This design comes from an exercise in tuning for small area on the open sky130 flow, not from production work.
In this exercise RTL edits were held to simulation tests only and were not proved equivalent to the original.
No activity file was given, so power comes from the tool's default toggle rates.

==> 03-15: inputs <==
==> flow/design.v (excerpt) <==
module multicast_tree_member_table_unit
#(
    parameter int MAX_MEMBERS = 16
) (
    input  logic         clk,
    input  logic         rst_n,
    input  logic         s_tvalid,
    output logic         s_tready,
    input  logic [47:0]  s_tdata,    
    input  logic [2:0]   s_tuser,    
    output logic         m_tvalid,
    input  logic         m_tready,
    output logic [111:0] m_tdata,    
    output logic [2:0]   m_tuser,    
    output logic         m_tlast,
    input  logic         cfg_valid,
    output logic         cfg_ready,
    input  logic         cfg_index,
    input  logic [31:0]  cfg_data
);
make LEC_CHECK=0 CAP_MARGIN=20 CORE_MARGIN=2 CORE_UTILIZATION=40 SLEW_MARGIN=20 finish   # period 10.0 ns
run.sh (not shown) runs the stock make flow with config.mk's settings and CLKGATE_MAP_FILE= SYNTH_SCRIPT=/design/flow/synth_recipe.tcl, a recipe that flattens the netlist after the stock synthesis.
==> inputs of 08-04, as changes to 03-15 <==
--- a/flow/design.v
+++ b/flow/design.v
@@ -119,28 +119,30 @@
     localparam logic [3:0] E_PRUNE = 4'd7;
     localparam logic [3:0] E_OWN   = 4'd8;
     localparam logic [3:0] E_TERM  = 4'd9;
     localparam logic [3:0] E_CHILD = 4'd10;
     localparam logic [3:0] E_VEC   = 4'd11;
     localparam logic [3:0] E_SEGJ  = 4'd12;
     localparam logic [3:0] E_SEGW  = 4'd13;
+    localparam logic [3:0] E_CCOST = 4'd14;
     logic [NR*32-1:0] ar;
-    logic [NC*10-1:0] cr, lr;
+    logic [NC*5-1:0]  cr;
+    logic [NC*10-1:0] lr;
     logic [31:0] q0;
-    logic [9:0]  cq, lq;
+    logic [4:0]  cq;
+    logic [9:0]  lq;
     logic        rwe, cwe, lwe;
     logic [31:0] rdata;
     assign q0 = ar[31:0];
-    assign cq = cr[9:0];
+    assign cq = cr[4:0];
     assign lq = lr[9:0];
     logic [3:0]  state, state_n;
     logic [4:0]  sub, sub_n;
     logic [1:0]  rg, rg_n;
     logic [4:0]  lcnt, lcnt_n, tcnt, tcnt_n, ccnt, ccnt_n;
-    logic [9:0]  path, path_n;
     logic        seen, seen_n;
     logic [31:0] seq, seq_n;
     logic        out_valid, out_valid_n;
     logic [31:0] out_addr, out_addr_n;
     logic [9:0]  out_cost, out_cost_n;
     logic [2:0]  out_kind, out_kind_n;
     logic        out_last, out_last_n;
@@ -150,30 +152,36 @@
     logic [3:0]  idx, idx_n, cur, cur_n;
     logic [4:0]  lastpos, lastpos_n;
     logic        a_own, a_own_n, a_root, a_root_n, a_par, a_par_n;
     logic        is_root, is_root_n, par0, par0_n, parroot, parroot_n;
     always_ff @(posedge clk)
     begin
         ar <= {(rwe ? rdata : q0), ar[NR*32-1:32]};
-        cr <= {(cwe ? out_cost : cq), cr[NC*10-1:10]};
+        cr <= {(cwe ? out_cost[4:0] : cq), cr[NC*5-1:5]};
         lr <= {(lwe ? out_cost : lq), lr[NC*10-1:10]};
     end
     logic        p16, at_term, at_own, at_child, at_root, at_link, at_par;
     logic [3:0]  s4;
     logic        eq, free;
+    logic [4:0]  cnt_here;
+    logic        lt_here, last_here, at_cnt;
     assign p16      = sub[4];
     assign s4       = sub[3:0];
     assign at_term  = (rg == 2'd0) && !p16;
     assign at_own   = (rg == 2'd0) && p16;
     assign at_child = (rg == 2'd1) && !p16;
     assign at_root  = (rg == 2'd1) && p16;
     assign at_link  = (rg == 2'd2) && !p16;
     assign at_par   = (rg == 2'd2) && p16;
     assign eq       = (q0 == out_addr);
     assign free     = !out_valid || m_tready;
+    assign cnt_here  = (rg == 2'd0) ? tcnt : ((rg == 2'd1) ? ccnt : lcnt);
+    assign lt_here   = ({1'b0, s4} < cnt_here);
+    assign last_here = ({1'b0, s4} + 5'd1 == cnt_here);
+    assign at_cnt    = ({1'b0, s4} == cnt_here);
     assign s_tready  = (state == S_PRE) && at_par;
     assign cfg_ready = (state == S_IDLE) && (cfg_index ? at_root : at_own);
     logic show_dest, show_seg;
     assign show_dest = (out_kind != K_DONE) && (out_kind != K_SEGMENT);
     assign show_seg  = (out_kind == K_SEGMENT);
     assign m_tvalid  = out_valid;
     assign m_tlast   = out_last;
@@ -187,15 +195,15 @@
     always_comb
     begin
         logic        full_l, full_t, full_c, tsel, csel, is_seg, a_cur, seg_ok, lst;
         logic [9:0]  add_a, add_b, sat, cur_cost;
         logic [10:0] sum;
         logic [4:0]  nt, nc;
         state_n = state;  lcnt_n = lcnt;  tcnt_n = tcnt;  ccnt_n = ccnt;
-        path_n = path;  seen_n = seen;  seq_n = seq;
+        seen_n = seen;  seq_n = seq;
         out_valid_n = out_valid && !m_tready;
         out_addr_n = out_addr;  out_cost_n = out_cost;  out_kind_n = out_kind;
         out_last_n = out_last;  act_n = act;  st_n = st;
         hit_n = hit;  lk_hit_n = lk_hit;  any_n = any;  idx_n = idx;  cur_n = cur;
         lastpos_n = lastpos;  a_own_n = a_own;  a_root_n = a_root;  a_par_n = a_par;
         is_root_n = is_root;  par0_n = par0;  parroot_n = parroot;
         rwe = 1'b0;  cwe = 1'b0;  lwe = 1'b0;  rdata = out_addr;
@@ -205,27 +213,28 @@
         full_t = tcnt[4];
         full_c = ccnt[4];
         tsel   = (act == ACT_TJOIN) || (act == ACT_TPRUNE);
         csel   = (act == ACT_RJOIN) || (act == ACT_CJOIN) || (act == ACT_CPRUNE) ||
                  (act == ACT_DATA);
         is_seg = (act == ACT_SEG);
         a_cur  = par0 ? a_root : a_par;
-        cur_cost = is_root ? 10'd0 : path;
+        cur_cost = is_root ? 10'd0 : lq;    
         seg_ok = !a_own && ((out_cost < cur_cost) || ((out_cost == cur_cost) && a_cur));
-        add_a = is_seg ? out_cost : 10'd0;
-        add_b = at_link ? lq : (is_seg ? 10'd999 : 10'd1);
+        add_a = out_cost;
+        add_b = at_link ? lq : 10'd999;
         sum   = {1'b0, add_a} + {1'b0, add_b};
         sat   = sum[10] ? 10'd1023 : sum[9:0];
         nt = tcnt;
         nc = ccnt;
         lst = 1'b0;
         case (state)
             S_INIT:
             begin
                 rwe = p16;
+                lwe = p16;
                 if (at_par)
                     state_n = S_IDLE;
             end
             S_IDLE:
             begin
                 if (cfg_valid && cfg_ready)
                 begin
@@ -241,15 +250,17 @@
             S_PRE:
             begin
                 if (at_root)
                 begin
                     is_root_n  = eq;
                     out_addr_n = q0;
                 end
-                if (at_par)
+                if (at_par && !s_tvalid)
+                    state_n = S_IDLE;
+                if (at_par && s_tvalid)
                 begin
                     parroot_n  = eq;
                     par0_n     = (q0 == 32'd0);
                     out_addr_n = s_tdata[31:0];
                     out_cost_n = s_tdata[41:32];
                     act_n      = s_tuser;
                     hit_n      = 1'b0;
@@ -260,81 +271,85 @@
                     state_n    = S_SCAN;
                 end
             end
             S_SCAN:
             begin
                 if (at_term)
                 begin
-                    if (({1'b0, s4} < tcnt) && eq && tsel)
+                    if (lt_here && eq && tsel)
                     begin
                         hit_n = 1'b1;
                         idx_n = s4;
                     end
-                    if ((act == ACT_TPRUNE) && ({1'b0, s4} + 5'd1 == tcnt))
+                    if ((act == ACT_TPRUNE) && last_here)
                         out_addr_n = q0;
-                    if ((act == ACT_DATA) && ({1'b0, s4} < tcnt))
+                    if ((act == ACT_DATA) && lt_here)
                     begin
                         lastpos_n = {1'b0, s4};
                         any_n     = 1'b1;
                     end
                 end
                 if (at_own)
                     a_own_n = eq;
                 if (at_child)
                 begin
-                    if (({1'b0, s4} < ccnt) && eq && csel)
+                    if (lt_here && eq && csel)
                     begin
                         hit_n = 1'b1;
                         idx_n = s4;
                     end
-                    if ((act == ACT_CPRUNE) && ({1'b0, s4} + 5'd1 == ccnt))
+                    if ((act == ACT_CPRUNE) && last_here)
                     begin
-                        out_addr_n = q0;
-                        out_cost_n = cq;
+                        out_addr_n      = q0;
+                        out_cost_n[4:0] = cq;
                     end
-                    if ((act == ACT_DATA) && ({1'b0, s4} < ccnt) && !eq)
+                    if ((act == ACT_DATA) && lt_here && !eq)
                     begin
                         lastpos_n = {1'b1, s4};
                         any_n     = 1'b1;
                     end
                 end
                 if (at_root)
                     a_root_n = eq;
-                if (at_link && ({1'b0, s4} < lcnt) && eq && !lk_hit &&
+                if (at_link && lt_here && eq && !lk_hit &&
                     (is_seg || (act == ACT_RJOIN)))
                 begin
-                    lk_hit_n   = 1'b1;
-                    out_cost_n = sat;
+                    lk_hit_n = 1'b1;
+                    if (is_seg)
+                        out_cost_n = sat;
+                    else
+                        out_cost_n[4:0] = {1'b1, s4};
                 end
                 if (at_par)
                 begin
                     a_par_n = eq;
-                    if ((is_seg && !lk_hit) || (act == ACT_CJOIN) ||
-                        ((act == ACT_RJOIN) && !lk_hit))
+                    if (is_seg && !lk_hit)
                         out_cost_n = sat;
+                    if (((act == ACT_CJOIN) || (act == ACT_RJOIN)) && !lk_hit)
+                        out_cost_n[4] = 1'b0;
                     state_n = S_UPD;
                 end
             end
             S_UPD:
             begin
                 case (act)
                     ACT_LOAD:
-                        if (at_link && (s4 == lcnt[3:0]) && !full_l)
+                        if (at_link && at_cnt)
                         begin
                             rwe = 1'b1;
                             lwe = 1'b1;
                         end
                     ACT_TJOIN:
-                        if (at_term && (s4 == tcnt[3:0]) && !hit && !full_t)
+                        if (at_term && at_cnt && !hit)
                             rwe = 1'b1;
                     ACT_TPRUNE:
                         if (at_term && (s4 == idx) && hit)
                             rwe = 1'b1;
                     ACT_RJOIN, ACT_CJOIN:
-                        if (at_child && (s4 == ccnt[3:0]) && !hit && !full_c &&
+                        if (at_child && at_cnt && !hit &&
                             ((act == ACT_CJOIN) || is_root))
                         begin
                             rwe = 1'b1;
                             cwe = 1'b1;
                         end
                     ACT_CPRUNE:
                         if (at_child && (s4 == idx) && hit)
@@ -354,15 +369,15 @@
                         begin
                             st_n = full_l ? ST_FULL : ST_OK;
                             if (!full_l)
                             begin
                                 lcnt_n = lcnt + 5'd1;
                                 if (a_root && !seen)
                                 begin
-                                    path_n = out_cost;
+                                    lwe    = 1'b1;    
                                     seen_n = 1'b1;
                                 end
                             end
                             state_n = E_DONE;
                         end
                         ACT_TJOIN:
                         begin
@@ -386,15 +401,15 @@
                                 state_n = (act == ACT_RJOIN) ? E_OWN : E_DONE;
                             end
                         end
                         ACT_SEG:
                         begin
                             st_n = seg_ok ? ST_OK : ST_IGNORED;
                             if (seg_ok)
-                                path_n = out_cost;
+                                lwe = 1'b1;    
                             state_n = !seg_ok ? E_DONE : (a_cur ? E_SEGW : E_SEGJ);
                         end
                         ACT_TPRUNE, ACT_CPRUNE:
                         begin
                             st_n = hit ? ST_OK : ST_IGNORED;
                             if (hit)
                             begin
@@ -496,26 +511,39 @@
                             out_kind_n  = K_FWD;
                             out_last_n  = lst;
                             if (lst)
                                 state_n = S_IDLE;
                         end
                         else
                         begin
-                            out_cost_n  = cq;
-                            out_kind_n  = K_SEGMENT;
-                            out_last_n  = 1'b0;
-                            if ({1'b0, cur} + 5'd1 == ccnt)
-                            begin
-                                cur_n   = 4'd0;
-                                state_n = E_VEC;
-                            end
+                            out_valid_n     = 1'b0;
+                            out_cost_n[4:0] = cq;
+                            cur_n           = cur;
+                            state_n         = E_CCOST;
                         end
                     end
                 end
             end
+            E_CCOST:
+            begin
+                if (!out_cost[4] || (!p16 && (s4 == out_cost[3:0])))
+                begin
+                    out_cost_n  = out_cost[4] ? lq : 10'd1;
+                    out_valid_n = 1'b1;
+                    out_kind_n  = K_SEGMENT;
+                    out_last_n  = 1'b0;
+                    cur_n       = cur + 4'd1;
+                    state_n     = E_CHILD;
+                    if ({1'b0, cur} + 5'd1 == ccnt)
+                    begin
+                        cur_n   = 4'd0;
+                        state_n = E_VEC;
+                    end
+                end
+            end
             E_VEC:
             begin
                 if (free && at_child && (s4 == cur))
                 begin
                     lst         = ({1'b0, cur} + 5'd1 == ccnt);
                     out_addr_n  = q0;
                     out_valid_n = 1'b1;
@@ -570,38 +598,37 @@
         begin
             state     <= S_INIT;
             sub       <= 5'd0;
             rg        <= 2'd0;
             lcnt      <= 5'd0;
             tcnt      <= 5'd0;
             ccnt      <= 5'd0;
-            path      <= 10'd999;
             seen      <= 1'b0;
             seq       <= 32'd0;
             out_valid <= 1'b0;
             out_addr  <= 32'd0;
+            out_cost  <= 10'd999;
         end
         else
         begin
             state     <= state_n;
             sub       <= sub_n;
             rg        <= rg_n;
             lcnt      <= lcnt_n;
             tcnt      <= tcnt_n;
             ccnt      <= ccnt_n;
-            path      <= path_n;
             seen      <= seen_n;
             seq       <= seq_n;
             out_valid <= out_valid_n;
             out_addr  <= out_addr_n;
+            out_cost  <= out_cost_n;
         end
     end
     always_ff @(posedge clk)
     begin
-        out_cost <= out_cost_n;
         out_kind <= out_kind_n;
         out_last <= out_last_n;
         act      <= act_n;
         st       <= st_n;
         hit      <= hit_n;
         lk_hit   <= lk_hit_n;
         any      <= any_n;
==> flow/flow/run.sh (new file) <==
#!/bin/bash
# The standard layout (standard.sh, unchanged make targets and settings) with
# three changes:
#  - synthesis maps logic with an area-oriented ABC script (flow/abc_area.script);
#    everything else in synthesis is synth_recipe.tcl as given (same registers);
#  - port buffers use buf_1;
#  - CTS uses clkbuf_16 leaf clusters of at most 33 sinks within 60 um and no dummy loads.
# Each tool's output is in ORFS's own logs under orfs/logs; make's output is in
# flow_make.log.
set -euo pipefail
HERE=$(pwd)
{
  echo "proc abc {args} {"
  echo "  set i [lsearch \$args -script]"
  echo "  set args [lreplace \$args \$i [expr {\$i + 1}] -script $HERE/flow/abc_area.script]"
  echo "  yosys abc {*}\$args"
  echo "}"
  cat synth_recipe.tcl
} > my_synth.tcl
sed "s#SYNTH_SCRIPT=[^ ]*#SYNTH_SCRIPT=$HERE/my_synth.tcl#" standard.sh > my_standard.sh
grep -q "SYNTH_SCRIPT=$HERE/my_synth.tcl" my_standard.sh
export BUFFER_PORTS_ARGS="-buffer_cell sky130_fd_sc_hd__buf_1"
export CTS_ARGS="-sink_clustering_enable -repair_clock_nets -dont_use_dummy_load -sink_clustering_size 33 -sink_clustering_max_diameter 60 -buf_list sky130_fd_sc_hd__clkbuf_16 "
bash my_standard.sh finish > flow_make.log 2>&1
==> flow/flow/abc_area.script (new file) <==
strash; balance; rewrite; refactor; balance; rewrite; rewrite -z; balance; refactor -z; rewrite -z; balance; dch -f; amap
==> flow/standard.sh (new file) <==
#!/bin/bash
# synth_recipe.tcl (not shown) runs the flow's synth.tcl, then flattens the netlist and writes it again
# the make line also repeats each setting of config.mk as NAME=value (left out here)
make -C /OpenROAD-flow-scripts/flow DESIGN_CONFIG=/design/flow/config.mk WORK_HOME=/design/flow/orfs CLKGATE_MAP_FILE= SYNTH_SCRIPT=/design/flow/synth_recipe.tcl "${@:-finish}"
CORE_UTILIZATION = 65   (was 40)
removed: flow/run.sh
==> qor summary <==
quantity                                                                                               08-04                    03-15
Clock transition time at the flip-flop clock pins of the worst setup and hold paths                   100 ps                    60 ps
Longest individual stage delay on the worst path                                                      570 ps                   540 ps
Average instance area after synthesis                                                               14.6 µm²                 15.5 µm²
Non-clock buffer contribution to total cell area                                                      0.0173                   0.0346
Result of the run                                                                    complete, no violations  complete, no violations
Share of the final layout cell area in multi-input gates                                               0.108                    0.121
Post-Route WL                                                                                         103 mm                  85.0 mm
Cell area after synthesis                                                                         47,700 µm²               51,300 µm²
Mapped Cells                                                                                           3,266                    3,301
H-Tree Level Count                                                                                         3                        4
Wire length of the first global-routing pass                                                          155 mm                   132 mm
Total net switching power                                                                          0.00352 W                0.00354 W
Internal power of the cells                                                                         0.0107 W                 0.0130 W
Crit path max fanout                                                                                      39                        2
Worst Setup EP                                                                                       seq[29]                cfg_ready

-- what the ideal ports hide --
The flow's constraints put no driver on any port. The routed layouts listed below were extracted and timed again, unchanged, in two steps. Step 1 sets driving cells, clkbuf_16 on the clock port and buf_2 on the other inputs (assumed; they add their load-dependent delay and slew). Step 2 moves the port delays by t, midway between the first and last clock arrival at a register: inputs arrive t later, outputs are due t later. That takes back most of the time a late clock gives input paths. a / b / c = ideal / step 1 / step 2; a / b = the first two.
run | t, ns | setup slack, ns | worst setup path after step 2 | pins driven straight from the clock port
03-15 | 0.840 | 4.685 / 4.634 / 4.661 | input to output | 1
08-04 | 0.691 | 3.252 / 3.252 / 3.021 | input to register | 1
After both steps every run listed still meets setup and hold. The setup slack of 08-04, which loses most, moves by 0.000 ns with the drivers and by -0.231 ns with both steps.
